From an optimization exercise on the open Yosys and OpenROAD flow, aimed at small area, a short achievable clock period and few clock cycles; shortcuts taken in it are not production practice.
At most, simulation tests tie the RTL to the original design; equivalence was not proved.
Only the layout flow was run in runs 1 and 4; the RTL was not checked for function there.
Power and IR drop assume default switching activity.

[design/flow/flow/run.sh]
#!/bin/bash
# The standard layout (the standard.sh: standard synthesis, then ORFS to
# finish) with two changes to how the resizer works:
#  - ports are buffered with buf_4 instead of the delay-buffer cell that
#    buffer_ports picks by default;
#  - repair may resize cells to other footprints (MATCH_CELL_FOOTPRINT=0).
# The full make output goes to flow_make.log in the work folder; ORFS keeps
# each step's log under orfs/logs/.
set -euo pipefail
bash standard.sh MATCH_CELL_FOOTPRINT=0 \
    "BUFFER_PORTS_ARGS=-buffer_cell sky130_fd_sc_hd__buf_4" \
    finish > flow_make.log 2>&1
[design/flow/standard.sh]
#!/bin/bash
# synth_recipe.tcl (not shown) runs the flow's synth.tcl, then flattens the netlist and writes it again
# the make line also repeats each setting of config.mk as NAME=value (left out here)
make -C /OpenROAD-flow-scripts/flow DESIGN_CONFIG=/design/flow/config.mk WORK_HOME=/design/flow/orfs CLKGATE_MAP_FILE= SYNTH_SCRIPT=/design/flow/synth_recipe.tcl "${@:-finish}"
[design/flow/config.mk]
export PLATFORM = sky130hd
export DESIGN_NAME = alu_operand_seq
export DESIGN_NICKNAME = alu_operand_seq
export VERILOG_FILES = /design/flow/design.v
export SDC_FILE = /design/flow/constraint.sdc
export NUM_CORES = 4
export LEC_CHECK = 0
export CAP_MARGIN = 20
export CORE_MARGIN = 2
export CORE_UTILIZATION = 55
export CTS_BUF_LIST = sky130_fd_sc_hd__clkbuf_8
export CTS_CLUSTER_DIAMETER = 60
export CTS_CLUSTER_SIZE = 16
export SETUP_SLACK_MARGIN = 2.5
export SLEW_MARGIN = 20
export SYNTH_HIERARCHICAL = 1
[design/flow/constraint.sdc]
create_clock -name core_clock -period 6.0 [get_ports {clk}]
set_input_delay 1.2000 -clock core_clock [delete_from_list [all_inputs] [get_ports {clk}]]
set_output_delay 1.2000 -clock core_clock [all_outputs]
set_load 0.01 [all_outputs]
[design/flow/design.v]
package alu_operand_seq_pkg;
    localparam int DATA_W      = 32;
    localparam int REG_IDX_W   = 5;
    localparam int OP_W        = 5;
    localparam int IMM_W       = 16;
    localparam int NUM_REGS    = 32;
    localparam int NUM_OPS_DEF = 7;
    function automatic logic signed [DATA_W-1:0] sext_imm(input logic [IMM_W-1:0] imm);
        sext_imm = {{(DATA_W-IMM_W){imm[IMM_W-1]}}, imm};
    endfunction
endpackage
module alu_regfile
(
    input  logic                 clk,
    input  logic                 rst,
    input  logic                 i_we,
    input  logic [alu_operand_seq_pkg::REG_IDX_W-1:0] i_wa,
    input  logic [alu_operand_seq_pkg::DATA_W-1:0]    i_wd,
    output logic [alu_operand_seq_pkg::NUM_REGS-1:1][alu_operand_seq_pkg::DATA_W-1:0] o_regs
);
    localparam int N = alu_operand_seq_pkg::NUM_REGS;
    localparam int W = alu_operand_seq_pkg::DATA_W;
    logic [N-1:1][W-1:0] r_mem;
    logic [W-1:0] w_wd;
    logic [N-1:1] w_en;
    assign w_wd = i_wd & {W{~rst}};
    always_comb begin
        for (int i = 1; i < N; i++) begin
            w_en[i] = rst | (i_we && i_wa == 5'(i));
        end
    end
    always_ff @(posedge clk) begin
        for (int i = 1; i < N; i++) begin
            if (w_en[i]) r_mem[i] <= w_wd;
        end
    end
    assign o_regs = r_mem;
endmodule
module alu_rf_read_a
(
    input  logic [31:0][alu_operand_seq_pkg::DATA_W-1:0] i_data,
    input  logic [31:0][alu_operand_seq_pkg::DATA_W-1:0] i_sel,
    output logic [alu_operand_seq_pkg::DATA_W-1:0]       o_data
);
    localparam int W = alu_operand_seq_pkg::DATA_W;
    logic [3:0][W-1:0]  w_p;
    logic [1:0][W-1:0]  w_q_n;
    for (genvar j = 0; j < 4; j++) begin : g_grp
        alu_or8 u_grp (
            .i_data (i_data[8*j +: 8]),
            .i_sel  (i_sel[8*j +: 8]),
            .o_y    (w_p[j])
        );
    end
    for (genvar j = 0; j < 2; j++) begin : g_nor
        alu_nor2 u_nor (.i_a (w_p[2*j]), .i_b (w_p[2*j+1]), .o_y (w_q_n[j]));
    end
    alu_nand2 u_out (.i_a (w_q_n[0]), .i_b (w_q_n[1]), .o_y (o_data));
endmodule
module alu_or8
(
    input  logic [7:0][alu_operand_seq_pkg::DATA_W-1:0] i_data,
    input  logic [7:0][alu_operand_seq_pkg::DATA_W-1:0] i_sel,
    output logic [alu_operand_seq_pkg::DATA_W-1:0]      o_y
);
    always_comb begin
        o_y = '0;
        for (int k = 0; k < 8; k++) o_y = o_y | (i_data[k] & i_sel[k]);
    end
endmodule
module alu_rf_read_b
(
    input  logic [32:0][alu_operand_seq_pkg::DATA_W-1:0] i_data,
    input  logic [32:0]                                  i_sel,
    output logic [alu_operand_seq_pkg::DATA_W-1:0]       o_data
);
    localparam int W = alu_operand_seq_pkg::DATA_W;
    logic [10:0][W-1:0] w_n;
    logic [2:0][W-1:0]  w_p;
    for (genvar k = 0; k < 11; k++) begin : g_aoi
        alu_aoi222 u_aoi (
            .i_a (i_data[3*k]),   .i_sa (i_sel[3*k]),
            .i_b (i_data[3*k+1]), .i_sb (i_sel[3*k+1]),
            .i_c (i_data[3*k+2]), .i_sc (i_sel[3*k+2]),
            .o_y_n (w_n[k])
        );
    end
    alu_nand4 u_nand0 (.i_a (w_n[0]), .i_b (w_n[1]), .i_c (w_n[2]),  .i_d (w_n[3]), .o_y (w_p[0]));
    alu_nand4 u_nand1 (.i_a (w_n[4]), .i_b (w_n[5]), .i_c (w_n[6]),  .i_d (w_n[7]), .o_y (w_p[1]));
    alu_nand3 u_nand2 (.i_a (w_n[8]), .i_b (w_n[9]), .i_c (w_n[10]),                .o_y (w_p[2]));
    alu_or3   u_out   (.i_a (w_p[0]), .i_b (w_p[1]), .i_c (w_p[2]), .o_y (o_data));
endmodule
module alu_aoi222
(
    input  logic [alu_operand_seq_pkg::DATA_W-1:0] i_a,
    input  logic                                   i_sa,
    input  logic [alu_operand_seq_pkg::DATA_W-1:0] i_b,
    input  logic                                   i_sb,
    input  logic [alu_operand_seq_pkg::DATA_W-1:0] i_c,
    input  logic                                   i_sc,
    output logic [alu_operand_seq_pkg::DATA_W-1:0] o_y_n
);
    localparam int W = alu_operand_seq_pkg::DATA_W;
    assign o_y_n = ~((i_a & {W{i_sa}}) | (i_b & {W{i_sb}}) | (i_c & {W{i_sc}}));
endmodule
module alu_nand4
(
    input  logic [alu_operand_seq_pkg::DATA_W-1:0] i_a, i_b, i_c, i_d,
    output logic [alu_operand_seq_pkg::DATA_W-1:0] o_y
);
    assign o_y = ~(i_a & i_b & i_c & i_d);
endmodule
module alu_nand3
(
    input  logic [alu_operand_seq_pkg::DATA_W-1:0] i_a, i_b, i_c,
    output logic [alu_operand_seq_pkg::DATA_W-1:0] o_y
);
    assign o_y = ~(i_a & i_b & i_c);
endmodule
module alu_nand2
(
    input  logic [alu_operand_seq_pkg::DATA_W-1:0] i_a, i_b,
    output logic [alu_operand_seq_pkg::DATA_W-1:0] o_y
);
    assign o_y = ~(i_a & i_b);
endmodule
module alu_nor2
(
    input  logic [alu_operand_seq_pkg::DATA_W-1:0] i_a, i_b,
    output logic [alu_operand_seq_pkg::DATA_W-1:0] o_y
);
    assign o_y = ~(i_a | i_b);
endmodule
module alu_or3
(
    input  logic [alu_operand_seq_pkg::DATA_W-1:0] i_a, i_b, i_c,
    output logic [alu_operand_seq_pkg::DATA_W-1:0] o_y
);
    assign o_y = i_a | i_b | i_c;
endmodule
module alu_operand_seq
#(
    parameter int ALU_LAT = 1,
    parameter int NUM_OPS = alu_operand_seq_pkg::NUM_OPS_DEF
) (
    input  logic                 clk,
    input  logic                 rst,
    input  logic                 CMD_VALID,
    output logic                 CMD_READY,
    input  logic [alu_operand_seq_pkg::OP_W-1:0]      CMD_OP,
    input  logic [alu_operand_seq_pkg::REG_IDX_W-1:0] CMD_RS,
    input  logic [alu_operand_seq_pkg::REG_IDX_W-1:0] CMD_RT,
    input  logic [alu_operand_seq_pkg::REG_IDX_W-1:0] CMD_RD,
    input  logic                 CMD_USE_IMM,
    input  logic [alu_operand_seq_pkg::IMM_W-1:0]     CMD_IMM,
    output logic [alu_operand_seq_pkg::DATA_W-1:0]    ALU_A,
    output logic [alu_operand_seq_pkg::DATA_W-1:0]    ALU_B,
    output logic [alu_operand_seq_pkg::OP_W-1:0]      ALU_OP,
    input  logic [alu_operand_seq_pkg::DATA_W-1:0]    ALU_OUT,
    output logic                 DONE,
    output logic [alu_operand_seq_pkg::DATA_W-1:0]    RESULT,
    output logic                 ERR,
    input  logic [alu_operand_seq_pkg::REG_IDX_W-1:0] DBG_ADDR,
    output logic [alu_operand_seq_pkg::DATA_W-1:0]    DBG_DATA
);
    localparam int W = alu_operand_seq_pkg::DATA_W;
    localparam int N = alu_operand_seq_pkg::NUM_REGS;
    logic         w_accept;
    logic         w_fwd_a, w_fwd_b;
    logic         f_v;
    logic [4:0]   f_op, f_rd;
    logic [4:0]   f_rs, f_rt;
    logic [N-1:1] w_rt_sel;
    logic         f_fwd_a, f_fwd_b;
    logic         f_ui;
    logic [15:0]  f_imm;
    logic         f_legal, f_we;
    logic         e_done, e_err, e_we;
    logic [4:0]   e_rd;
    logic [W-1:0] r_alu_a, r_alu_b;
    logic [4:0]   r_alu_op;
    logic [W-1:0] r_result;
    logic         r_done, r_err;
    logic [N-1:1][W-1:0] w_regs;
    logic [W-1:0] w_ra_data, w_rb_data;
    assign CMD_READY = !rst;
    assign w_accept  = CMD_VALID && !rst;
    assign f_legal   = int'(f_op) < NUM_OPS;
    assign f_we      = f_v && f_legal && (f_rd != '0);
    assign w_fwd_a   = f_we && f_rd == CMD_RS;
    assign w_fwd_b   = f_we && f_rd == CMD_RT && !CMD_USE_IMM;
    alu_regfile u_regfile (
        .clk    (clk),
        .rst    (rst),
        .i_we   (e_we),
        .i_wa   (e_rd),
        .i_wd   (ALU_OUT),
        .o_regs (w_regs)
    );
    localparam int SW = 16;
    logic [W/SW-1:0][N-1:1] w_ra_sel;
    logic [31:0][W-1:0]     w_ra_sel_bits;
    for (genvar g = 0; g < W / SW; g++) begin : g_sel_a
        alu_dbg_sel u_dbg_sel (
            .i_f_v     (f_v),
            .i_rs      (f_rs),
            .i_dbg_addr(DBG_ADDR),
            .o_sel     (w_ra_sel[g])
        );
    end
    always_comb begin
        for (int b = 0; b < W; b++) begin
            w_ra_sel_bits[0][b] = f_fwd_a;
            for (int i = 1; i < N; i++) w_ra_sel_bits[i][b] = w_ra_sel[b / SW][i];
        end
    end
    alu_rf_read_a u_read_a (
        .i_data ({w_regs, ALU_OUT}),
        .i_sel  (w_ra_sel_bits),
        .o_data (w_ra_data)
    );
    alu_rf_read_b u_read_b (
        .i_data ({alu_operand_seq_pkg::sext_imm(f_imm), ALU_OUT, w_regs}),
        .i_sel  ({f_ui, f_fwd_b, w_rt_sel}),
        .o_data (w_rb_data)
    );
    assign DBG_DATA = w_ra_data;
    always_comb begin
        for (int i = 1; i < N; i++) begin
            w_rt_sel[i] = f_rt == 5'(i);
        end
    end
    always_ff @(posedge clk) begin
        f_op  <= CMD_OP;
        f_rd  <= CMD_RD;
        f_ui  <= CMD_USE_IMM;
        f_imm <= CMD_IMM;
        f_rs  <= (w_accept && !w_fwd_a) ? CMD_RS : '0;
        f_rt  <= (!CMD_USE_IMM && !w_fwd_b) ? CMD_RT : '0;
        f_fwd_a <= w_accept && w_fwd_a;
        f_fwd_b <= w_fwd_b;
    end
    always_ff @(posedge clk) begin
        e_rd     <= f_rd;
        r_alu_op <= f_op;
        r_alu_a  <= w_ra_data;
        r_alu_b  <= w_rb_data;
        r_result <= ALU_OUT;
    end
    always_ff @(posedge clk) begin
        if (rst) begin
            f_v    <= 1'b0;
            e_done <= 1'b0;
            e_err  <= 1'b0;
            e_we   <= 1'b0;
            r_done <= 1'b0;
            r_err  <= 1'b0;
        end else begin
            f_v    <= CMD_VALID;
            e_done <= f_v && f_legal;
            e_err  <= f_v && !f_legal;
            e_we   <= f_we;
            r_done <= e_done;
            r_err  <= e_err;
        end
    end
    assign ALU_A  = r_alu_a;
    assign ALU_B  = r_alu_b;
    assign ALU_OP = r_alu_op;
    assign RESULT = r_result;
    assign DONE   = r_done;
    assign ERR    = r_err;
endmodule
module alu_dbg_sel
(
    input  logic                 i_f_v,
    input  logic [alu_operand_seq_pkg::REG_IDX_W-1:0] i_rs,
    input  logic [alu_operand_seq_pkg::REG_IDX_W-1:0] i_dbg_addr,
    output logic [alu_operand_seq_pkg::NUM_REGS-1:1]  o_sel
);
    logic [3:0] w_rs_lo, w_dbg_lo;
    logic [7:0] w_rs_hi, w_dbg_hi;
    alu_dec2            u_rs_lo  (                .i_a(i_rs[1:0]),       .o_sel(w_rs_lo));
    alu_dec3            u_rs_hi  (                .i_a(i_rs[4:2]),       .o_sel(w_rs_hi));
    alu_dec2en          u_dbg_lo (.i_en_n(i_f_v), .i_a(i_dbg_addr[1:0]), .o_sel(w_dbg_lo));
    alu_dec3            u_dbg_hi (                .i_a(i_dbg_addr[4:2]), .o_sel(w_dbg_hi));
    always_comb begin
        for (int i = 1; i < alu_operand_seq_pkg::NUM_REGS; i++) begin
            o_sel[i] = (w_rs_lo[i % 4] && w_rs_hi[i / 4])
                    || (w_dbg_lo[i % 4] && w_dbg_hi[i / 4]);
        end
    end
endmodule
module alu_dec2
(
    input  logic [1:0] i_a,
    output logic [3:0] o_sel
);
    always_comb for (int k = 0; k < 4; k++) o_sel[k] = i_a == 2'(k);
endmodule
module alu_dec2en
(
    input  logic       i_en_n,
    input  logic [1:0] i_a,
    output logic [3:0] o_sel
);
    always_comb for (int k = 0; k < 4; k++) o_sel[k] = !i_en_n && i_a == 2'(k);
endmodule
module alu_dec3
(
    input  logic [2:0] i_a,
    output logic [7:0] o_sel
);
    always_comb for (int k = 0; k < 8; k++) o_sel[k] = i_a == 3'(k);
endmodule
==> results of run 1 <==
[final timing paths]
path,start,endpoint,slack [ps],depth (start not counted)
worst max-delay path,DBG_ADDR[1],DBG_DATA[18],1670,9
worst min-delay path,f_op[3]$_DFF_P_,r_alu_op[3]$_DFF_P_,360,0
worst max register to register,f_v$_SDFF_PP0_,r_alu_a[21]$_DFF_P_,1740,25
worst min register to register,f_op[3]$_DFF_P_,r_alu_op[3]$_DFF_P_,360,0
[Yosys stat by module (local to each module, per instance), excerpt]
module | cells | flops+latches | copies in the design | area (sq um)
alu_dbg_sel | 37 | 0 | 2 | 320
alu_aoi222 | 41 | 0 | 11 | 403
alu_or3 | 32 | 0 | 1 | 200
alu_dec3 | 8 | 0 | 4 | 65.1
alu_or8 | 160 | 0 | 4 | 1160
alu_nand3 | 32 | 0 | 1 | 160
[Yosys cell counts (2+ instances only)]
cell      number
a21o_1         3
a21o_2         5
a222oi_1     352
a22o_1        62
a22oi_1      512
a311oi_1       6
a31o_1         2
a31o_2         5
a31oi_1        5
and2_2         2
and2b_2        2
and3_2         4
and3b_2       14
and4bb_1       2
buf_2         45
buf_6         74
clkbuf_1       8
dfxtp_1      151
edfxtp_1     992
inv_1          9
nand2_1       44
nand2b_1       8
nand3_1       33
nand3b_1       2
nand4_1      193
nand4b_1       3
nor2_1        93
nor2b_1       39
nor3_1        17
nor3b_1       17
o21ai_0       15
or3_1         35
xnor2_1        2
xor2_1         8
[registers in the layout, summed over array words and instances (netlist names), 5 cells and up]
| register | count |
|---|---|
| e_rd | 5 |
| f_imm | 16 |
| f_op | 5 |
| f_rd | 5 |
| f_rs | 5 |
| f_rt | 5 |
| r_alu_a | 32 |
| r_alu_b | 32 |
| r_alu_op | 5 |
| r_result | 32 |
| u_regfile.r_mem | 992 |
[stage by stage]
step / setup WS, ps / total power [mW] / utilization
4_1_cts: 1800 / 15.8 / 0.644
3_5_place_dp: 1320 / 11.3 / 0.592
6_report: 1670 / 16.0 / 0.656
2_1_floorplan: 2500 / 10.4 / -
3_3_place_gp: 1300 / 11.3 / 0.592
5_1_grt: 1660 / 16.4 / 0.655
[per-layer routing]
metal / GRT usage / vias to the layer above / wire length, um
li1: - / 13400 / -
met1: 0.531 / 17100 / 59800
met2: 0.663 / 3869 / 82800
met3: 0.136 / 899 / 28700
met4: 0.356 / 10 / 20700
met5: 0 / - / 58
[kinds of logic (layout without fill, tap and decap cells)]
kind of cell,after synthesis,after routing,synth area share
and+or+nand+nor,516,517,0.0656
other,0,11,0
AOI/OAI and AO/OA,970,996,0.182
buffers and inverters,137,622,0.0250
DFF,1143,1143,0.726
xor gates and xnor gates,10,10,0.00194
[power by group through the flow]
stage / Clock (mW) / Combinational (mW) / Sequential, mW
4_1_cts: 4.46 / 1.71 / 9.67
3_3_place_gp: 0 / 1.48 / 9.82
2_1_floorplan: 0 / 0.581 / 9.78
6_report: 4.46 / 1.85 / 9.71
3_5_place_dp: 0 / 1.50 / 9.84
5_1_grt: 4.75 / 1.86 / 9.75
[final cells by class]
| type | count | area, sq um | share of cell area |
|---|---|---|---|
| multi-input combinational | 1523 | 13500 | 0.253 |
| antenna | 11 | 27.5 | 0.000514 |
| inverter | 9 | 33.8 | 0.000631 |
| clock buffer | 100 | 1380 | 0.0257 |
| tap | 1070 | 1340 | 0.0250 |
| clock inverter | 68 | 460 | 0.00859 |
| timing repair buffer | 445 | 3950 | 0.0737 |
| sequential | 1143 | 32800 | 0.613 |
[critical path, stage by stage]
cell,delay (ps)
buf_12,130
nor3b_4,170
buf_6,160
a22o_4,310
a22oi_2,140
nand4_1,390
nor2_2,300
nand2_2,160
buf_6,160
[what timing repair did]
item / CTS / global route
cloned: 29 / 3
pin swaps: 98 / 81
hold endpoints to repair: 0 / 0
resized for setup: 291 / 79
setup endpoints to repair: 32 / 37
buffers inserted: 88 / 44
==> impl_metrics.yaml, run 1 <==
outcome:
  status: "finished clean"
global_routing:
  grt-ovfl-total: 0
  grt_pass1_vias: 33600
  grt_pass1_wl_um: 260000
  grt_max_degree: 35
  antenna_found_initial: 10
  track_usage: 0.442
power:
  power_frac_comb: 0.115
  cell_internal_pwr_mw: 11.7
  p_leak_nw: 18.6
  irDropWorstVdd_mv: 0.224
  switching_share: 0.269
  power_frac_seq: 0.606
  p_per_area_nw_per_um2: 299
  switching_power_mw: 4.31
  clkPwrFrac: 0.279
sta:
  final_max_slew_viol_count: 0
  skew_ps: 46.2
  rsz0062_at_grt: "true"
  final.period_utilization: 0.721
  slew_headroom: 0.159
  fmax_ghz: 0.231
  hold_slack_ps: 360
  worst_pin_slew_ps: 1260
  hold_viol_final: 0
  fin_setup_tns_ps: 0
  finalSetupViolations: 0
  fin_crit_ps: 4330
worst_hold_path:
  hp-class: "reg -> reg"
final_layout:
  final-instance-count-excl-fill: 4369
  area_delta_synth_final_pct: 18.5
  fin_area_sq_um: 53600
  drive_gt1_frac: 0.286
  final_cell_mix: "edfxtp_1, a22oi_1, buf_4"
  fillers: 5755
  final_common_cell: "edfxtp_1"
  fin_nets: 3289
floorplan:
  rows: 105
  dieHeight_um: 291
  die_width_um: 291
  start_util: 0.553
  design.core.area_sq_um: 81700
  ios: 213
  design.die.area_sq_um: 84500
placed_design:
  dp_hpwl_um: 107000
  port_buffers: 212
  dp.cells: 4025
  gp_congestion: 0.971
  placed_area_sq_um: 48400
logic_synthesis:
  syn-num-nets: 2853
  async_flop_share: 0
  synth_cell_types: 46
  synth_edf_count: 992
  ys_top_cells_by_area: "edfxtp_1, a22oi_1, a222oi_1"
  yosysWarnings: 13
  avgSynthCellArea_sq_um: 16.3
  netlist.area_leader.share: 0.659
  synthesis.area_sq_um: 45200
  synth_top_flop_cell: "edfxtp_1"
  seq_area_frac_synth: 0.726
  synth_cells: 2776
  synth_area_leader_cell: "edfxtp_1"
  ys_ff_latch: 1143
clock_tree:
  tritoncts: "yes"
  clock_path_buffers: 3
  cts_buffers: 90
  cts_num_sinks: 1143
  htreeDepth: 3
  cts-root-buf: "clkbuf_8"
  hold_buffers: 0
  clk_latency_ps: 810
  path_clk_slew_ps: 100
route:
  first_iter_violations: 9180
  routed_via_density: 8.08
  wl_um: 192000
  wire_per_inst_um: 43.9
  drt.antenna.violating_nets: 0
  first_pass_iters: 13
  dr_total_vias: 35300
  drc_errors: 0
worst_setup_path:
  worst_setup_path_end_kind: "output port"
  crit_type: "in -> out"
  worst_ep_required_time_ps: 4800
  critical_path_arrival_ps: 3130
  start_kind: "input port"
  worstPathMaxFanout: 9
flow_run:
  maxCapViolCount: 0
==> run 2: changes to the inputs <==
--- a/design/flow/design.v
+++ b/design/flow/design.v
@@ -197,7 +197,7 @@
         .i_wd   (ALU_OUT),
         .o_regs (w_regs)
     );
-    localparam int SW = 16;
+    localparam int SW = 8;
     logic [W/SW-1:0][N-1:1] w_ra_sel;
     logic [31:0][W-1:0]     w_ra_sel_bits;
     for (genvar g = 0; g < W / SW; g++) begin : g_sel_a
==> impl_metrics.yaml, run 2 <==
outcome:
  status: "finished clean"
global_routing:
  antenna_found_initial: 11
  grt_pass1_wl_um: 256000
  grt_pass1_vias: 34700
  grt_max_degree: 55
  track_usage: 0.422
  grt-ovfl-total: 0
worst_setup_path:
  cp_top_family: "simple AND/OR/NAND/NOR gates"
  cp_num_buf_inv: 4
  rr_startpoint: "f_rt[4]$_SDFF_PN0_"
  reg2reg_to: "r_alu_b[3]$_DFF_P_"
  worst_setup_path_end_kind: "output port"
  crit_slowest_cell: "a22o_4"
  worst_ep_required_time_ps: 4800
  cp_common_cell: "buf_6"
  rr_worst_depth: 6
  crit_chain: "clkbuf_16 > buf_6 > nor3_4 > buf_6 > a22o_4 > a22oi_2 > nand4_1 > nor2_2 > nand2_1 > buf_4"
  worstPathMaxFanout: 8
  r2r_slack_ps: 2730
  max_stage_delay_ps: 300
  critPathLaunch: "DBG_ADDR[0]"
  critical_path_arrival_ps: 2930
  start_kind: "input port"
  crit_type: "in -> out"
placed_design:
  gp_congestion: 1.00
  placed_area_sq_um: 49200
  dp_hpwl_um: 113000
  dp_slack_ps: 1220
  dp.cells: 4151
  port_buffers: 212
sta:
  worst_pin_slew_ps: 1250
  slew_headroom: 0.163
  setup_ws_ps: 1870
  final.period_utilization: 0.689
  fin_crit_ps: 4130
  rsz0062_at_grt: "true"
  finalSetupViolations: 0
  fin_setup_tns_ps: 0
  hold_viol_final: 0
  final_max_slew_viol_count: 0
  fmax_ghz: 0.242
  skew_ps: 50.2
logic_synthesis:
  yosysMostFrequentCell: "edfxtp_1"
  netlist.area_leader.share: 0.644
  avgSynthCellArea_sq_um: 16.0
  synth_cell_types: 46
  yosysWarnings: 13
  synth_cells: 2898
  ys_top_cells_by_area: "edfxtp_1, a22oi_1, a222oi_1"
  synthesis.area_sq_um: 46200
  async_flop_share: 0
  ys_ff_latch: 1143
  synthTopCellsByCount: "edfxtp_1, a22oi_1, a222oi_1, nand4_1, dfxtp_1"
  syn-num-nets: 2975
  synth_area_leader_cell: "edfxtp_1"
  synth_top_flop_cell: "edfxtp_1"
  seq_area_frac_synth: 0.710
  synth_edf_count: 992
clock_tree:
  clock_path_buffers: 3
  clk_latency_ps: 790
  htreeDepth: 3
  cts_num_sinks: 1143
  path_clk_slew_ps: 90
  cts-root-buf: "clkbuf_8"
  tritoncts: "yes"
  hold_buffers: 0
  cts_buffers: 90
route:
  routed_via_density: 8.18
  dr_total_vias: 36100
  drt.antenna.violating_nets: 0
  wire_per_inst_um: 42.7
  first_pass_iters: 13
  wl_um: 188000
  first_iter_violations: 8998
  drc_errors: 0
worst_hold_path:
  min_from: "f_op[1]$_DFF_P_"
  hold_depth: 0
  hp-class: "reg -> reg"
  hold-path-endpoint: "r_alu_op[1]$_DFF_P_"
final_layout:
  final_common_cell: "edfxtp_1"
  drive_gt1_frac: 0.290
  final_cell_mix: "edfxtp_1, a22oi_1, a222oi_1"
  fin_nets: 3318
  fin_area_sq_um: 54100
  area_delta_synth_final_pct: 17.0
  largest_register_ffs: 992
  final-instance-count-excl-fill: 4406
  top_register: "u_regfile.r_mem"
flow_run:
  maxCapViolCount: 0
floorplan:
  dieHeight_um: 294
  design.die.area_sq_um: 86400
  ios: 213
  rows: 106
  start_util: 0.554
  design.core.area_sq_um: 83400
  die_width_um: 294
power:
  p_per_area_nw_per_um2: 294
  irDropWorstVdd_mv: 0.265
  p_leak_nw: 18.7
  total_power_mw: 15.9
## run 2: final cells by class
cell class / instances / area (sq um)
sequential: 1143 / 32800
fill: 5882 / 29300
multi-input combinational: 1606 / 14500
timing repair buffer: 391 / 3480
tap: 1080 / 1350
clock buffer: 95 / 1310
clock inverter: 75 / 524
inverter: 9 / 33.8
antenna: 7 / 17.5
## run 2: metal layers
| layer | track usage | up-vias | share of wire |
|---|---|---|---|
| met4 | 0.268 | 2 | 0.083 |
| li1 | - | 13700 | - |
| met3 | 0.136 | 945 | 0.15 |
| met5 | 0 | - | 0.000069 |
| met1 | 0.530 | 17600 | 0.33 |
| met2 | 0.636 | 3833 | 0.44 |
## run 2: worst register-to-register path, cell delays in order (launching register included)
cell and delay, ps:
dfxtp_1 800, nand3b_1 350, nor2_2 1030, buf_4 490
a222oi_1 180, nand4_1 200, or3_1 180
## run 2: repair_timing
action / CTS / global route
setup endpoints to repair: 33 / 32
pin swaps: 57 / 95
gates cloned: 4 / 2
gates resized for setup: 348 / 170
buffers inserted: 44 / 28
## run 2: metrics by stage
step	utilization	hold WS, ps
floorplan	-	331
global placement	0.589	334
detailed placement	0.590	339
CTS	0.634	354
global route	0.648	365
finish	0.648	355
## run 2: logic make-up after synthesis
logic type	synth area share
flip-flops	0.710
XOR/XNOR	0.00189
AND/OR/NAND/NOR	0.0722
AO/OA/AOI/OAI	0.190
buffers and inverters	0.0265
## run 2: worst max-delay path by stage
stage | to | slack [ps] | cells past startpoint
after CTS | DBG_DATA[11] | 1960 | 8
after floorplan | DBG_DATA[0] | 2480 | 6
after global routing | DBG_DATA[2] | 1880 | 8
final | DBG_DATA[2] | 1870 | 10
after detailed placement | DBG_DATA[13] | 1220 | 8
after global placement | DBG_DATA[23] | 1300 | 8
## run 2: where the power goes
group	internal (mW)	total [mW]	switching, mW	leakage [nW]
clock network	1.71	4.42	2.71	1.09
logic	0.605	1.75	1.14	6.61
registers	9.33	9.72	0.385	11.0
## run 2: per-module statistics from Yosys (local to each module, per instance), excerpt
module / cells inside / times used / flip-flops and latches / cell area, sq um
alu_nand3: 32 / 1 / 0 / 160
alu_dec2en: 4 / 4 / 0 / 30.0
alu_aoi222: 41 / 11 / 0 / 403
alu_nand4: 32 / 2 / 0 / 200
alu_nor2: 32 / 2 / 0 / 120
alu_dec2: 4 / 4 / 0 / 26.3
alu_dec3: 8 / 8 / 0 / 65.1
alu_or3: 32 / 1 / 0 / 200
alu_nand2: 32 / 1 / 0 / 120
Testbench counts of run 2, summed over its fixed seeds: cycles 12,016.
==> run 3: changes to the inputs <==
--- a/design/flow/design.v
+++ b/design/flow/design.v
@@ -167,7 +167,7 @@
     localparam int N = alu_operand_seq_pkg::NUM_REGS;
     logic         w_accept;
     logic         w_fwd_a, w_fwd_b;
-    logic         f_v;
+    logic         f_v, f_idle;
     logic [4:0]   f_op, f_rd;
     logic [4:0]   f_rs, f_rt;
     logic [N-1:1] w_rt_sel;
@@ -202,7 +202,7 @@
     logic [31:0][W-1:0]     w_ra_sel_bits;
     for (genvar g = 0; g < W / SW; g++) begin : g_sel_a
         alu_dbg_sel u_dbg_sel (
-            .i_f_v     (f_v),
+            .i_idle    (f_idle),
             .i_rs      (f_rs),
             .i_dbg_addr(DBG_ADDR),
             .o_sel     (w_ra_sel[g])
@@ -250,6 +250,7 @@
     always_ff @(posedge clk) begin
         if (rst) begin
             f_v    <= 1'b0;
+            f_idle <= 1'b1;
             e_done <= 1'b0;
             e_err  <= 1'b0;
             e_we   <= 1'b0;
@@ -257,6 +258,7 @@
             r_err  <= 1'b0;
         end else begin
             f_v    <= CMD_VALID;
+            f_idle <= !CMD_VALID;
             e_done <= f_v && f_legal;
             e_err  <= f_v && !f_legal;
             e_we   <= f_we;
@@ -273,7 +275,7 @@
 endmodule
 module alu_dbg_sel
 (
-    input  logic                 i_f_v,
+    input  logic                 i_idle,
     input  logic [alu_operand_seq_pkg::REG_IDX_W-1:0] i_rs,
     input  logic [alu_operand_seq_pkg::REG_IDX_W-1:0] i_dbg_addr,
     output logic [alu_operand_seq_pkg::NUM_REGS-1:1]  o_sel
@@ -282,12 +284,12 @@
     logic [7:0] w_rs_hi, w_dbg_hi;
     alu_dec2            u_rs_lo  (                .i_a(i_rs[1:0]),       .o_sel(w_rs_lo));
     alu_dec3            u_rs_hi  (                .i_a(i_rs[4:2]),       .o_sel(w_rs_hi));
-    alu_dec2en          u_dbg_lo (.i_en_n(i_f_v), .i_a(i_dbg_addr[1:0]), .o_sel(w_dbg_lo));
+    alu_dec2            u_dbg_lo (                .i_a(i_dbg_addr[1:0]), .o_sel(w_dbg_lo));
     alu_dec3            u_dbg_hi (                .i_a(i_dbg_addr[4:2]), .o_sel(w_dbg_hi));
     always_comb begin
         for (int i = 1; i < alu_operand_seq_pkg::NUM_REGS; i++) begin
             o_sel[i] = (w_rs_lo[i % 4] && w_rs_hi[i / 4])
-                    || (w_dbg_lo[i % 4] && w_dbg_hi[i / 4]);
+                    || (w_dbg_lo[i % 4] && w_dbg_hi[i / 4] && i_idle);
         end
     end
 endmodule
@@ -298,14 +300,6 @@
 );
     always_comb for (int k = 0; k < 4; k++) o_sel[k] = i_a == 2'(k);
 endmodule
-module alu_dec2en
-(
-    input  logic       i_en_n,
-    input  logic [1:0] i_a,
-    output logic [3:0] o_sel
-);
-    always_comb for (int k = 0; k < 4; k++) o_sel[k] = !i_en_n && i_a == 2'(k);
-endmodule
 module alu_dec3
 (
     input  logic [2:0] i_a,
==> design/flow/flow/run.sh (replaced) <==
#!/bin/bash
# The standard layout (the standard.sh: standard synthesis, then ORFS to
# finish) with two changes to how the resizer works:
#  - ports are buffered with buf_2 instead of the delay-buffer cell that
#    buffer_ports picks by default;
#  - repair may resize cells to other footprints (MATCH_CELL_FOOTPRINT=0).
# The full make output goes to flow_make.log in the work folder; ORFS keeps
# each step's log under orfs/logs/.
set -euo pipefail
bash standard.sh MATCH_CELL_FOOTPRINT=0 \
    "BUFFER_PORTS_ARGS=-buffer_cell sky130_fd_sc_hd__buf_2" \
    finish > flow_make.log 2>&1
==> impl_metrics.yaml, run 3 <==
outcome:
  status: "finished clean"
final_layout:
  fin_nets: 3314
  drive_gt1_frac: 0.272
  top_register: "u_regfile.r_mem"
  final_cell_mix: "edfxtp_1, a22oi_1, a222oi_1"
  final_common_cell: "edfxtp_1"
  largest_register_ffs: 992
  final_util: 0.631
  area_delta_synth_final_pct: 13.5
clock_tree:
  hold_buffers: 0
  htreeDepth: 3
  tritoncts: "yes"
  clock_path_buffers: 3
  clk_latency_ps: 780
  cts_buffers: 91
  cts_num_sinks: 1144
  cts-root-buf: "clkbuf_8"
  path_clk_slew_ps: 100
logic_synthesis:
  ys_top_cells_by_area: "edfxtp_1, a22oi_1, a222oi_1"
  synth_cells: 2911
  yosysMostFrequentCell: "edfxtp_1"
  synthesis.area_sq_um: 46400
  synthTopCellsByCount: "edfxtp_1, a22oi_1, a222oi_1, nand4_1, dfxtp_1"
  synth_cell_types: 48
  avgSynthCellArea_sq_um: 15.9
  synth_top_flop_cell: "edfxtp_1"
  async_flop_share: 0
  yosysWarnings: 12
  seq_area_frac_synth: 0.707
  syn-num-nets: 2988
  ys_ff_latch: 1144
  netlist.area_leader.share: 0.642
  synth_edf_count: 992
  synth_area_leader_cell: "edfxtp_1"
sta:
  final_max_slew_viol_count: 0
  finalSetupViolations: 0
  setup_ws_ps: 1830
  hold_viol_final: 0
  worst_pin_slew_ps: 1250
  slew_headroom: 0.165
  final.period_utilization: 0.695
  fin_crit_ps: 4170
  skew_ps: 51.2
  rsz0062_at_grt: "true"
  fin_setup_tns_ps: 0
  fmax_ghz: 0.240
worst_setup_path:
  worst_setup_path_end_kind: "output port"
  r2r_slack_ps: 2580
  start_kind: "input port"
  critical_path_arrival_ps: 2970
  worst_ep_required_time_ps: 4800
  crit_type: "in -> out"
  worstPathMaxFanout: 8
route:
  drc_errors: 0
  wire_per_inst_um: 42.2
  wl_um: 185000
  drt.antenna.violating_nets: 0
  dr_total_vias: 36200
  first_pass_iters: 14
  first_iter_violations: 8926
  routed_via_density: 8.22
power:
  irDropWorstVdd_mv: 0.236
  p_per_area_nw_per_um2: 297
  total_power_mw: 15.7
  p_leak_nw: 18.4
global_routing:
  grt_pass1_wl_um: 251000
  grt_pass1_vias: 34600
  grt_max_degree: 44
  track_usage: 0.412
  grt-ovfl-total: 0
  antenna_found_initial: 6
floorplan:
  start_util: 0.556
  design.die.area_sq_um: 86800
  dieHeight_um: 295
  die_width_um: 295
  ios: 213
  rows: 106
  design.core.area_sq_um: 83600
placed_design:
  port_buffers: 212
  dp_slack_ps: 1260
  gp_congestion: 0.940
  dp_hpwl_um: 108000
worst_hold_path:
  hp-class: "reg -> reg"
flow_run:
  maxCapViolCount: 0
## run 3: cell types whose count changed after synthesis, sizes merged, moves of 3 or more
cell / previous run / this run
a22o: 124 / 0
a32o: 0 / 124
nor3b: 33 / 25
clkbuf: 8 / 15
and2: 4 / 8
and2b: 4 / 8
and3b: 29 / 25
buf: 132 / 136
nor2: 95 / 99
nor3: 23 / 19
nor2b: 41 / 44
## run 3: timing repair
action / 4_1_cts / 5_1_grt
pin swaps: 49 / 65
gates resized for setup: 217 / 82
gates cloned: 3 / 5
setup endpoints to repair: 33 / 33
buffers inserted: 39 / 32
## run 3: path summary, 6_finish.rpt
path	startpoint	endpoint	depth (start not counted)
worst max register to register	f_rt[1]$_SDFF_PN0_	r_alu_b[28]$_DFF_P_	6
worst min register to register	f_op[1]$_DFF_P_	r_alu_op[1]$_DFF_P_	0
worst min-delay path	f_op[1]$_DFF_P_	r_alu_op[1]$_DFF_P_	0
worst max-delay path	DBG_ADDR[0]	DBG_DATA[18]	8
## run 3: metrics by stage
stage | area (sq um) | hold WS, ps | cells
after floorplan | 46500 | 331 | 2911
after global placement | 48800 | 350 | 4145
after detailed placement | 48800 | 354 | 4145
after CTS | 51700 | 366 | 4357
after global routing | 52700 | 366 | 4395
final | 52700 | 362 | 4396
## run 3: Yosys stat by module, one instance, submodules excluded, a selection
module           cells inside  flip-flops and latches
alu_or3                    32                       0
alu_aoi222                 41                       0
alu_nand4                  32                       0
alu_regfile              1086                     992
alu_nor2                   32                       0
alu_operand_seq           254                     152
alu_or8                   160                       0
alu_dbg_sel                40                       0
alu_dec3                    8                       0
alu_dec2                    4                       0
alu_nand3                  32                       0
alu_nand2                  32                       0
## run 3: cell type report
cell class	count	area [sq um]
flip-flops and latches	1144	32900
fillers	6170	30900
multi-input cells	1606	13600
repair buffers	384	3010
clock buffers	102	1400
well taps	1080	1350
clock inverters	68	428
inverters	10	37.5
diodes	2	5.00
## run 3: layer usage
layer / up-vias / share of wire / GRT usage
met3: 717 / 0.16 / 0.124
met2: 3880 / 0.43 / 0.610
met4: 6 / 0.065 / 0.227
li1: 13800 / - / -
met1: 17800 / 0.34 / 0.548
met5: - / 0.00022 / 0
## run 3: power breakdown
part,switching (mW),total [mW],internal [mW]
Clock,2.65,4.39,1.74
Combinational,1.09,1.56,0.470
Sequential,0.373,9.71,9.34
Total,4.11,15.7,11.5
## run 3: kinds of logic (layout without fill, tap and decap cells)
kind of cell | after synthesis | in the layout | synth area share
and+or+nand+nor | 564 | 564 | 0.0716
DFF | 1144 | 1144 | 0.707
buffers and inverters | 161 | 564 | 0.0273
other | 0 | 2 | 0
xor gates and xnor gates | 10 | 10 | 0.00189
AOI/OAI and AO/OA | 1032 | 1032 | 0.192
## run 3: critical path, cell delays in order
cell,delay [ps]
clkbuf_16,160
nor2_1,450
a32o_2,480
a22oi_1,140
nand4_1,200
nor2_2,90
nand2_1,100
buf_2,140
Testbench counts of run 3, summed over its fixed seeds: cycles 12,016.
==> run 4: changes to the inputs <==
--- a/design/flow/design.v
+++ b/design/flow/design.v
@@ -280,16 +280,18 @@
     input  logic [alu_operand_seq_pkg::REG_IDX_W-1:0] i_dbg_addr,
     output logic [alu_operand_seq_pkg::NUM_REGS-1:1]  o_sel
 );
-    logic [3:0] w_rs_lo, w_dbg_lo;
+    logic [3:0] w_rs_lo;
+    logic [1:0][3:0] w_dbg_lo;
     logic [7:0] w_rs_hi, w_dbg_hi;
     alu_dec2            u_rs_lo  (                .i_a(i_rs[1:0]),       .o_sel(w_rs_lo));
     alu_dec3            u_rs_hi  (                .i_a(i_rs[4:2]),       .o_sel(w_rs_hi));
-    alu_dec2            u_dbg_lo (                .i_a(i_dbg_addr[1:0]), .o_sel(w_dbg_lo));
+    alu_dec2            u_dbg_lo0(                .i_a(i_dbg_addr[1:0]), .o_sel(w_dbg_lo[0]));
+    alu_dec2            u_dbg_lo1(                .i_a(i_dbg_addr[1:0]), .o_sel(w_dbg_lo[1]));
     alu_dec3            u_dbg_hi (                .i_a(i_dbg_addr[4:2]), .o_sel(w_dbg_hi));
     always_comb begin
         for (int i = 1; i < alu_operand_seq_pkg::NUM_REGS; i++) begin
             o_sel[i] = (w_rs_lo[i % 4] && w_rs_hi[i / 4])
-                    || (w_dbg_lo[i % 4] && w_dbg_hi[i / 4] && i_idle);
+                    || (w_dbg_lo[i / 16][i % 4] && w_dbg_hi[i / 4] && i_idle);
         end
     end
 endmodule
==> impl_metrics.yaml, run 4 <==
placed_design:
  dp_slack_ps: 1080
  gp_congestion: 1.01
  dp.cells: 4224
  port_buffers: 212
  dp_hpwl_um: 111000
global_routing:
  antenna_found_initial: 10
  grt-ovfl-total: 0
  grt_pass1_vias: 35800
  track_usage: 0.426
  grt_max_degree: 63
  grt_pass1_wl_um: 259000
worst_setup_path:
  worst_setup_path_end_kind: "output port"
  critPathLaunch: "DBG_ADDR[0]"
  worstPathMaxFanout: 11
  rr_startpoint: "f_rt[4]$_SDFF_PN0_"
  reg2reg_to: "r_alu_b[3]$_DFF_P_"
  r2r_slack_ps: 2460
  rr_worst_depth: 5
  crit_type: "in -> out"
  endpoint: "DBG_DATA[3]"
  worst_ep_required_time_ps: 4800
  critical_path_arrival_ps: 2990
  start_kind: "input port"
logic_synthesis:
  seq_area_frac_synth: 0.706
  synth_area_leader_cell: "edfxtp_1"
  yosysMostFrequentCell: "edfxtp_1"
  synthTopCellsByCount: "edfxtp_1, a22oi_1, a222oi_1, nand4_1, dfxtp_1"
  synth_top_flop_cell: "edfxtp_1"
  async_flop_share: 0
  netlist.area_leader.share: 0.641
  synth_cell_types: 48
  synth_cells: 2915
  ys_ff_latch: 1144
  avgSynthCellArea_sq_um: 15.9
  synthesis.area_sq_um: 46500
  synth_edf_count: 992
  syn-num-nets: 2992
  ys_top_cells_by_area: "edfxtp_1, a22oi_1, a222oi_1"
  yosysWarnings: 12
floorplan:
  rows: 106
  die_width_um: 295
  design.core.area_sq_um: 83700
  dieHeight_um: 295
  design.die.area_sq_um: 86900
  ios: 213
  start_util: 0.555
final_layout:
  area_delta_synth_final_pct: 16.1
  drive_gt1_frac: 0.304
  final_cell_mix: "edfxtp_1, a22oi_1, a222oi_1"
  multiInputGateArea_sq_um: 14100
  final-instance-count-excl-fill: 4529
  fin_nets: 3383
  register_area_sq_um: 32900
  fillers: 5993
  final_common_cell: "edfxtp_1"
  top_register: "u_regfile.r_mem"
  final_util: 0.645
  largest_register_ffs: 992
clock_tree:
  cts_buffers: 92
  hold_buffers: 0
  clk_latency_ps: 790
  path_clk_slew_ps: 90
  cts_num_sinks: 1144
  tritoncts: "yes"
  htreeDepth: 3
  cts-root-buf: "clkbuf_8"
  clock_path_buffers: 3
sta:
  worst_pin_slew_ps: 1130
  final.period_utilization: 0.699
  setup_ws_ps: 1810
  fin_crit_ps: 4190
  finalSetupViolations: 0
  slew_headroom: 0.242
  fmax_ghz: 0.239
  final_max_slew_viol_count: 0
  hold_viol_final: 0
  skew_ps: 37.4
  fin_setup_tns_ps: 0
  rsz0062_at_grt: "true"
power:
  irDropWorstVdd_mv: 0.262
  p_per_area_nw_per_um2: 295
  p_leak_nw: 18.8
route:
  wl_um: 191000
  drt.antenna.violating_nets: 0
  drc_errors: 0
  first_iter_violations: 8993
  first_pass_iters: 14
  wire_per_inst_um: 42.1
  routed_via_density: 8.16
  dr_total_vias: 37000
worst_hold_path:
  hp-class: "reg -> reg"
  hold_depth: 0
flow_run:
  maxCapViolCount: 0
outcome:
  status: "finished clean"
==> run 4: cell types whose count changed after synthesis, sizes merged <==
cell | previous run | this run
and2 | 8 | 12
buf | 136 | 128
nor2 | 99 | 103
nor2b | 44 | 48
and2b | 8 | 12
clkbuf | 15 | 11
==> run 4: modules after synthesis (local to each module, per instance), a selection <==
module | cells inside | area [sq um]
alu_or8 | 160 | 1160
alu_aoi222 | 41 | 403
alu_dbg_sel | 37 | 357
alu_nand4 | 32 | 200
alu_nand2 | 32 | 120
alu_or3 | 32 | 200
alu_nor2 | 32 | 120
alu_nand3 | 32 | 160
alu_dec3 | 8 | 65.1
alu_operand_seq | 254 | 3610
alu_dec2 | 4 | 26.3
alu_regfile | 1086 | 30400
==> run 4: metal layers <==
| metal | routed length (um) | GRT usage |
|---|---|---|
| met1 | 63600 | 0.540 |
| met2 | 82300 | 0.627 |
| met4 | 14400 | 0.264 |
| met5 | 70 | 0 |
| met3 | 30200 | 0.149 |
==> run 4: how the worst min path moves through the flow <==
stage                               start                  end  slack [ps]
final                     f_op[2]$_DFF_P_  r_alu_op[2]$_DFF_P_         360
after global routing      f_op[3]$_DFF_P_  r_alu_op[3]$_DFF_P_         380
after CTS                 f_op[3]$_DFF_P_  r_alu_op[3]$_DFF_P_         360
after detailed placement  f_op[2]$_DFF_P_  r_alu_op[2]$_DFF_P_         350
after global placement    f_op[3]$_DFF_P_  r_alu_op[3]$_DFF_P_         340
after floorplan           f_op[0]$_DFF_P_  r_alu_op[0]$_DFF_P_         330
==> run 4: logic make-up (layout without fill, tap and decap cells) <==
logic type                count (synthesis)  after routing  synth area share
DFF                                    1144           1144             0.706
xor gates and xnor gates                 10             10           0.00188
AOI/OAI and AO/OA                      1032           1032             0.192
buffers and inverters                   149            620            0.0262
other                                     0              9                 0
and+or+nand+nor                         580            580            0.0737
==> run 4: critical path, stage by stage <==
cell     delay [ps]
buf_16          130
and2b_2         260
a32o_2          370
buf_12          170
a22oi_2         140
nand4_1         260
nor2_1          210
nand2_1          90
buf_2           150
==> run 4: final cells by class <==
cell class                 count  area share
antenna                        9    0.000417
multi-input combinational   1622       0.261
timing repair buffer         436      0.0680
clock inverter                76      0.0100
tap                         1134      0.0263
inverter                      10    0.000696
clock buffer                  98      0.0250
sequential                  1144       0.609
==> run 4: per-stage QoR <==
| step | total power, mW | cell area [sq um] | hold WS (ps) |
|---|---|---|---|
| floorplan | 10.4 | 46500 | 331 |
| global placement | 11.2 | 48900 | 341 |
| detailed placement | 11.2 | 49000 | 351 |
| CTS | 15.7 | 52800 | 364 |
| global route | 16.3 | 54000 | 376 |
| finish | 15.9 | 54000 | 362 |
==> run 4: power by group <==
group | switching, mW | internal (mW)
logic | 1.14 | 0.522
registers | 0.394 | 9.34
clock network | 2.71 | 1.80
total | 4.24 | 11.7
==> run 4: what timing repair did <==
action / 4_1_cts / 5_1_grt
setup endpoints to repair: 33 / 33
setup buffers: 71 / 38
cloned: 11 / 2
pin swaps: 110 / 124
resized for setup: 300 / 130
==> run 5: changes to the inputs <==
--- a/design/flow/design.v
+++ b/design/flow/design.v
@@ -280,18 +280,16 @@
     input  logic [alu_operand_seq_pkg::REG_IDX_W-1:0] i_dbg_addr,
     output logic [alu_operand_seq_pkg::NUM_REGS-1:1]  o_sel
 );
-    logic [3:0] w_rs_lo;
-    logic [1:0][3:0] w_dbg_lo;
+    logic [3:0] w_rs_lo, w_dbg_lo;
     logic [7:0] w_rs_hi, w_dbg_hi;
     alu_dec2            u_rs_lo  (                .i_a(i_rs[1:0]),       .o_sel(w_rs_lo));
     alu_dec3            u_rs_hi  (                .i_a(i_rs[4:2]),       .o_sel(w_rs_hi));
-    alu_dec2            u_dbg_lo0(                .i_a(i_dbg_addr[1:0]), .o_sel(w_dbg_lo[0]));
-    alu_dec2            u_dbg_lo1(                .i_a(i_dbg_addr[1:0]), .o_sel(w_dbg_lo[1]));
+    alu_dec2            u_dbg_lo (                .i_a(i_dbg_addr[1:0]), .o_sel(w_dbg_lo));
     alu_dec3            u_dbg_hi (                .i_a(i_dbg_addr[4:2]), .o_sel(w_dbg_hi));
     always_comb begin
         for (int i = 1; i < alu_operand_seq_pkg::NUM_REGS; i++) begin
             o_sel[i] = (w_rs_lo[i % 4] && w_rs_hi[i / 4])
-                    || (w_dbg_lo[i / 16][i % 4] && w_dbg_hi[i / 4] && i_idle);
+                    || (w_dbg_lo[i % 4] && w_dbg_hi[i / 4] && i_idle);
         end
     end
 endmodule
==> design/flow/flow/run.sh (replaced) <==
#!/bin/bash
# The standard layout (the standard.sh: standard synthesis, then ORFS to
# finish) with these changes:
#  - ports are buffered with buf_2 instead of the delay-buffer cell that
#    buffer_ports picks by default;
#  - repair may resize cells to other footprints (MATCH_CELL_FOOTPRINT=0);
#  - clock tree synthesis inserts no dummy loads (the same arguments as
#    ORFS builds from config.mk, plus -dont_use_dummy_load).
# The full make output goes to flow_make.log in the work folder; ORFS keeps
# each step's log under orfs/logs/.
set -euo pipefail
bash standard.sh MATCH_CELL_FOOTPRINT=0 \
    "CTS_ARGS=-sink_clustering_enable -repair_clock_nets -sink_clustering_size 16 -sink_clustering_max_diameter 60 -buf_list sky130_fd_sc_hd__clkbuf_8 -dont_use_dummy_load" \
    "BUFFER_PORTS_ARGS=-buffer_cell sky130_fd_sc_hd__buf_2" \
    finish > flow_make.log 2>&1
--- a/design/flow/config.mk
+++ b/design/flow/config.mk
@@ -7,7 +7,7 @@
 export LEC_CHECK = 0
 export CAP_MARGIN = 20
 export CORE_MARGIN = 2
-export CORE_UTILIZATION = 55
+export CORE_UTILIZATION = 68
 export CTS_BUF_LIST = sky130_fd_sc_hd__clkbuf_8
 export CTS_CLUSTER_DIAMETER = 60
 export CTS_CLUSTER_SIZE = 16
==> impl_metrics.yaml, run 5 <==
worst_setup_path:
  reg2reg_to: "r_alu_b[29]$_DFF_P_"
  cp_common_cell: "buf_6"
  r2r_slack_ps: 2110
  start_kind: "register"
  rr_worst_depth: 6
  max_stage_delay_ps: 480
  path_depth: 8
  crit_chain: "buf_6 > nor3b_1 > a32o_2 > a22oi_2 > nand4_1 > nor2_4 > nand2_2 > buf_6"
  crit_slowest_cell: "nor3b_1"
  critical_path_arrival_ps: 2950
  worstPathMaxFanout: 8
  crit_type: "reg -> out"
  worst_setup_path_end_kind: "output port"
  rr_startpoint: "f_rt[0]$_SDFF_PN0_"
  worst_ep_required_time_ps: 4800
  cp_top_family: "simple AND/OR/NAND/NOR gates"
  cp_num_buf_inv: 2
floorplan:
  dieHeight_um: 265
  start_util: 0.689
  design.core.area_sq_um: 67400
  design.die.area_sq_um: 70400
  rows: 95
  die_width_um: 265
  ios: 213
route:
  wire_per_inst_um: 42.5
  dr_total_vias: 37000
  drc_errors: 0
  first_iter_violations: 10200
  drt.antenna.violating_nets: 0
  wl_um: 175000
  routed_via_density: 9.00
  first_pass_iters: 17
logic_synthesis:
  avgSynthCellArea_sq_um: 15.9
  synth_top_flop_cell: "edfxtp_1"
  ys_top_cells_by_area: "edfxtp_1, a22oi_1, a222oi_1"
  syn-num-nets: 2988
  synth_cell_types: 48
  synth_area_leader_cell: "edfxtp_1"
  netlist.area_leader.share: 0.642
  async_flop_share: 0
  ys_ff_latch: 1144
  synthTopCellsByCount: "edfxtp_1, a22oi_1, a222oi_1, nand4_1, dfxtp_1"
  yosysWarnings: 12
  yosysMostFrequentCell: "edfxtp_1"
  synthesis.area_sq_um: 46400
  seq_area_frac_synth: 0.707
  synth_edf_count: 992
  synth_cells: 2911
sta:
  setup_ws_ps: 1850
  worst_pin_slew_ps: 1380
  fin_setup_tns_ps: 0
  final_max_slew_viol_count: 0
  final.period_utilization: 0.692
  slew_headroom: 0.0829
  fmax_ghz: 0.241
  rsz0062_at_grt: "true"
  hold_slack_ps: 360
  skew_ps: 52.6
  fin_crit_ps: 4150
  finalSetupViolations: 0
  hold_viol_final: 0
clock_tree:
  cts_buffers: 84
  htreeDepth: 3
  clk_latency_ps: 750
  clock_path_buffers: 3
  cts_num_sinks: 1144
  path_clk_slew_ps: 100
  tritoncts: "yes"
  cts-root-buf: "clkbuf_8"
power:
  clkPwrFrac: 0.243
  switching_power_mw: 3.84
  total_power_mw: 14.9
  p_per_area_nw_per_um2: 286
  p_leak_nw: 18.0
  cell_internal_pwr_mw: 11.1
  power_frac_seq: 0.654
  switching_share: 0.257
  irDropWorstVdd_mv: 0.283
  power_frac_comb: 0.104
placed_design:
  dp_slack_ps: 1310
  dp_hpwl_um: 106000
  port_buffers: 212
  gp_congestion: 0.982
final_layout:
  final_common_cell: "edfxtp_1"
  drive_gt1_frac: 0.284
  top_register: "u_regfile.r_mem"
  area_delta_synth_final_pct: 12.2
  fillers: 3822
  largest_register_ffs: 992
  fin_nets: 3318
  final_cell_mix: "edfxtp_1, a22oi_1, a222oi_1"
  multiInputGateArea_sq_um: 13800
  register_area_sq_um: 32900
global_routing:
  antenna_found_initial: 7
  grt_pass1_wl_um: 241000
  grt_max_degree: 63
  track_usage: 0.481
  grt-ovfl-total: 0
  grt_pass1_vias: 35400
worst_hold_path:
  min_from: "f_op[4]$_DFF_P_"
  hold_depth: 0
  hold-path-endpoint: "r_alu_op[4]$_DFF_P_"
  hp-class: "reg -> reg"
flow_run:
  maxCapViolCount: 0
outcome:
  status: "finished clean"
run 5: stage by stage:
stage | instance area (sq um) | std cells | utilization
3_5_place_dp | 48600 | 3952 | 0.720
4_1_cts | 51000 | 4085 | 0.757
6_report | 52100 | 4116 | 0.773
2_1_floorplan | 46500 | 2911 | -
5_1_grt | 52100 | 4113 | 0.773
3_3_place_gp | 48500 | 3951 | 0.720
run 5: cell type report:
| class | count | area share |
|---|---|---|
| Sequential cell | 1144 | 0.631 |
| Multi-Input combinational cell | 1606 | 0.265 |
| Timing Repair Buffer | 395 | 0.0598 |
| Clock buffer | 84 | 0.0222 |
| Tap cell | 873 | 0.0210 |
| Inverter | 10 | 0.000721 |
| Antenna cell | 4 | 0.000192 |
run 5: what timing repair did:
action / 4_1_cts / 5_1_grt
buffers inserted: 40 / 25
pin swaps: 75 / 104
gates cloned: 9 / 2
endpoints found under the setup margin: 33 / 32
endpoints found under the hold margin: 0 / 0
resized for setup: 242 / 131
hold buffers: 0 / 0
run 5: kinds of logic (layout without fill, tap and decap cells):
logic type,after synthesis,after routing,share of synthesized area
buffers and inverters,161,489,0.0273
flip-flops,1144,1144,0.707
XOR/XNOR,10,10,0.00189
AND/OR/NAND/NOR,564,564,0.0716
AO/OA/AOI/OAI,1032,1032,0.192
other,0,4,0
run 5: modules after synthesis (local to each module, per instance), a selection:
module	times used	flip-flops and latches	cell area (sq um)
alu_nand4	2	0	200
alu_dec3	8	0	65.1
alu_nor2	2	0	120
alu_nand2	1	0	120
alu_or8	4	0	1160
alu_aoi222	11	0	403
alu_or3	1	0	200
alu_regfile	1	992	30400
alu_dec2	8	0	26.3
alu_dbg_sel	4	0	369
alu_nand3	1	0	160
alu_operand_seq	1	152	3610
run 5: power by group through the flow:
stage          clock network, mW  logic [mW]  registers (mW)
3_5_place_dp                   0        1.30            9.87
2_1_floorplan                  0       0.619            9.79
5_1_grt                     3.84        1.57            9.77
6_report                    3.62        1.55            9.74
4_1_cts                     3.59        1.40            9.69
3_3_place_gp                   0        1.26            9.85
run 5: layer usage:
layer,vias up,wire (um),global-route usage
met5,-,177,0
met4,12,14700,0.299
met3,1112,32500,0.190
met2,4699,74300,0.694
met1,17500,53300,0.615
li1,13700,-,-
run 5: worst max-delay path by stage:
stage	startpoint	to	slack, ps
floorplan	e_rd[1]$_DFF_P_	u_regfile.r_mem[736]$_DFFE_PP_	2500
global placement	DBG_ADDR[2]	DBG_DATA[9]	1440
detailed placement	DBG_ADDR[4]	DBG_DATA[14]	1310
CTS	DBG_ADDR[2]	DBG_DATA[12]	1970
global route	f_rs[2]$_SDFF_PN0_	DBG_DATA[25]	1850
finish	f_rs[2]$_SDFF_PN0_	DBG_DATA[29]	1850
run 5: worst reg2reg max path: cells and delay by family, from the launching register on:
family,cells,cell delay [ps]
and+or+nand+nor,4,1790
AOI/OAI and AO/OA,1,1170
DFF,1,520
buffers and inverters,1,290
Testbench counts of run 5, summed over its fixed seeds: cycles 12,016.
==> run 6: changes to the inputs <==
--- a/design/flow/config.mk
+++ b/design/flow/config.mk
@@ -7,10 +7,10 @@
 export LEC_CHECK = 0
 export CAP_MARGIN = 20
 export CORE_MARGIN = 2
-export CORE_UTILIZATION = 68
+export CORE_UTILIZATION = 62
 export CTS_BUF_LIST = sky130_fd_sc_hd__clkbuf_8
 export CTS_CLUSTER_DIAMETER = 60
 export CTS_CLUSTER_SIZE = 16
-export SETUP_SLACK_MARGIN = 2.5
+export SETUP_SLACK_MARGIN = 3.0
 export SLEW_MARGIN = 20
 export SYNTH_HIERARCHICAL = 1
==> impl_metrics.yaml, run 6 <==
outcome:
  status: "finished clean"
logic_synthesis:
  synth_compound_area_frac: 0.192
  yosys.area_share.simple: 0.0715
  synthAdderAreaFrac: 0
  synth_edf_count: 992
  synth_cells: 2911
  ys_ff_latch: 1144
  yosysWarnings: 12
  synthTopCellsByCount: "edfxtp_1, a22oi_1, a222oi_1, nand4_1, dfxtp_1"
  syn-num-nets: 2988
  synth_area_leader_cell: "edfxtp_1"
  ys_top_cells_by_area: "edfxtp_1, a22oi_1, a222oi_1"
  seq_area_frac_synth: 0.707
  avgSynthCellArea_sq_um: 15.9
  synthMuxAreaShare: 0
  synth_top_flop_cell: "edfxtp_1"
  yosysMostFrequentCell: "edfxtp_1"
  synth_top_family_by_area: "compound AO/OA/AOI/OAI gates"
  async_flop_share: 0
  synth_cell_types: 48
  netlist.area_leader.share: 0.642
  synthesis.area_sq_um: 46400
  synth-xor-area-share: 0.00189
sta:
  setup_ws_ps: 1800
  skew_ps: 61.1
  hold_viol_final: 0
  final_max_slew_viol_count: 0
  worst_pin_slew_ps: 1190
  hold_slack_ps: 315
  fin_setup_tns_ps: 0
  rsz0062_at_grt: "true"
  fin_crit_ps: 4200
  slew_headroom: 0.204
  final.period_utilization: 0.700
  fmax_ghz: 0.238
  finalSetupViolations: 0
worst_hold_path:
  hp-class: "reg -> reg"
  hold_depth: 0
final_layout:
  fin_area_sq_um: 53200
  multiInputGateArea_sq_um: 14100
  final-instance-count-excl-fill: 4263
  drive_gt1_frac: 0.309
  final_util: 0.715
  final_common_cell: "edfxtp_1"
  final_cell_mix: "edfxtp_1, a22oi_1, a222oi_1"
  area_delta_synth_final_pct: 14.5
  fillers: 4821
  register_area_sq_um: 32900
  fin_nets: 3370
  largest_register_ffs: 992
  top_register: "u_regfile.r_mem"
floorplan:
  design.die.area_sq_um: 77100
  dieHeight_um: 278
  design.core.area_sq_um: 74300
  die_width_um: 278
  ios: 213
  start_util: 0.625
  rows: 100
power:
  p_leak_nw: 18.3
  irDropWorstVdd_mv: 0.270
  total_power_mw: 15.0
  p_per_area_nw_per_um2: 282
route:
  wire_per_inst_um: 41.9
  routed_via_density: 8.59
  first_pass_iters: 12
  drt.antenna.violating_nets: 0
  wl_um: 179000
  first_iter_violations: 9255
  drc_errors: 0
  dr_total_vias: 36600
clock_tree:
  path_clk_slew_ps: 100
  clk_latency_ps: 760
  cts-root-buf: "clkbuf_8"
  htreeDepth: 3
  cts_num_sinks: 1144
  cts_buffers: 86
  hold_buffers: 0
  clock_path_buffers: 3
  tritoncts: "yes"
placed_design:
  gp_congestion: 1.01
  dp_slack_ps: 1240
  dp_hpwl_um: 107000
  port_buffers: 212
  placed_area_sq_um: 48700
  dp.cells: 4045
worst_setup_path:
  worst_setup_path_end_kind: "output port"
  start_kind: "input port"
  worst_ep_required_time_ps: 4800
  worstPathMaxFanout: 15
  r2r_slack_ps: 2950
  rr_worst_depth: 6
  critical_path_arrival_ps: 3000
  crit_type: "in -> out"
global_routing:
  antenna_found_initial: 5
  grt_pass1_wl_um: 244000
  grt-ovfl-total: 0
  grt_max_degree: 63
  grt_pass1_vias: 34500
  track_usage: 0.446
flow_run:
  maxCapViolCount: 0
## run 6: changes by cell type in the layout (fill, tap and decap cells not counted), sizes merged
cell / before / now
diode: 4 / 3
buf: 386 / 438
## run 6: final cells by class
class,count,share of cell area
inverter,10,0.000706
tap,969,0.0228
clock buffer,86,0.0223
timing repair buffer,445,0.0709
sequential,1144,0.618
multi-input combinational,1606,0.265
antenna,3,0.000141
## run 6: Yosys stat by module (local to each module, per instance), a selection
module | cells inside | area (sq um)
alu_aoi222 | 41 | 403
alu_dbg_sel | 40 | 369
alu_dec2 | 4 | 26.3
alu_dec3 | 8 | 65.1
alu_nand2 | 32 | 120
alu_nand3 | 32 | 160
alu_nand4 | 32 | 200
alu_nor2 | 32 | 120
alu_operand_seq | 254 | 3610
alu_or3 | 32 | 200
alu_or8 | 160 | 1160
alu_regfile | 1086 | 30400
## run 6: power by group
part / total [mW] / internal [mW] / switching (mW) / leakage [nW]
Sequential: 9.72 / 9.33 / 0.381 / 11.0
Combinational: 1.62 / 0.525 / 1.10 / 6.69
Clock: 3.66 / 1.28 / 2.37 / 0.618
Total: 15.0 / 11.1 / 3.85 / 18.3
## run 6: worst paths after layout
| kind | endpoint | startpoint |
|---|---|---|
| worst min register to register | r_alu_op[3]$_DFF_P_ | f_op[3]$_DFF_P_ |
| worst min-delay path | r_alu_op[3]$_DFF_P_ | f_op[3]$_DFF_P_ |
| worst max-delay path | DBG_DATA[23] | DBG_ADDR[2] |
| worst max register to register | r_alu_b[5]$_DFF_P_ | f_rt[0]$_SDFF_PN0_ |
## run 6: critical path: stages
cell and delay [ps]:
buf_16 140, and3b_2 270, a32o_2 400, buf_4 180
a22oi_1 200, nand4_1 180, nor2_2 160, nand2_2 100
buf_6 130
## run 6: kinds of logic after synthesis
group / Yosys count
AO/OA/AOI/OAI: 1032
XOR/XNOR: 10
buffers and inverters: 161
flip-flops: 1144
AND/OR/NAND/NOR: 564
## run 6: repair_timing
action,in CTS,in global routing
endpoints found under the setup margin,55,169
pin swaps,79,135
gates cloned,8,2
gates resized for setup,190,187
buffers inserted,48,70
## run 6: layer usage
metal,wire (um),part of all wire,vias up,global-route usage
met4,12200,0.068,4,0.242
met3,30000,0.17,848,0.152
li1,-,-,13800,-
met5,27,0.00015,-,0
met2,78300,0.44,4145,0.669
met1,58000,0.32,17800,0.575

-- what the ideal ports hide --
In the flow no input, the clock included, has a driving cell. The finished layouts below were timed again as built, in two steps.
Step 1: set_driving_cell puts a clkbuf_16 on clk and a buf_2 on each other input, an assumption about the parent block.
Step 2 moves the port delays by t, midway between the first and last clock arrival at a register: inputs arrive t later, outputs are due t later. That takes back most of the time a late clock gives input paths.
Slacks: ideal ports / drivers / drivers and shift; pairs: ideal ports / drivers.
run	t (ns)	setup WS [ns]	latest minus earliest clock arrival (ns)	pins driven straight from the clock port
run 1	0.849	1.672 / 1.434 / 0.726	0.069 / 0.068	1
run 2	0.831	1.867 / 1.594 / 1.594	0.055 / 0.055	1
run 3	0.820	1.829 / 1.571 / 1.571	0.053 / 0.052	1
run 4	0.837	1.808 / 1.496 / 1.496	0.045 / 0.045	1
run 5	0.799	1.848 / 1.534 / 1.534	0.073 / 0.073	1
run 6	0.789	1.801 / 1.495 / 1.495	0.070 / 0.070	1
After both steps every run listed still meets setup and hold. For run 1, which loses most, drivers alone change the setup slack by -0.238 ns; drivers and shift together by -0.946 ns.
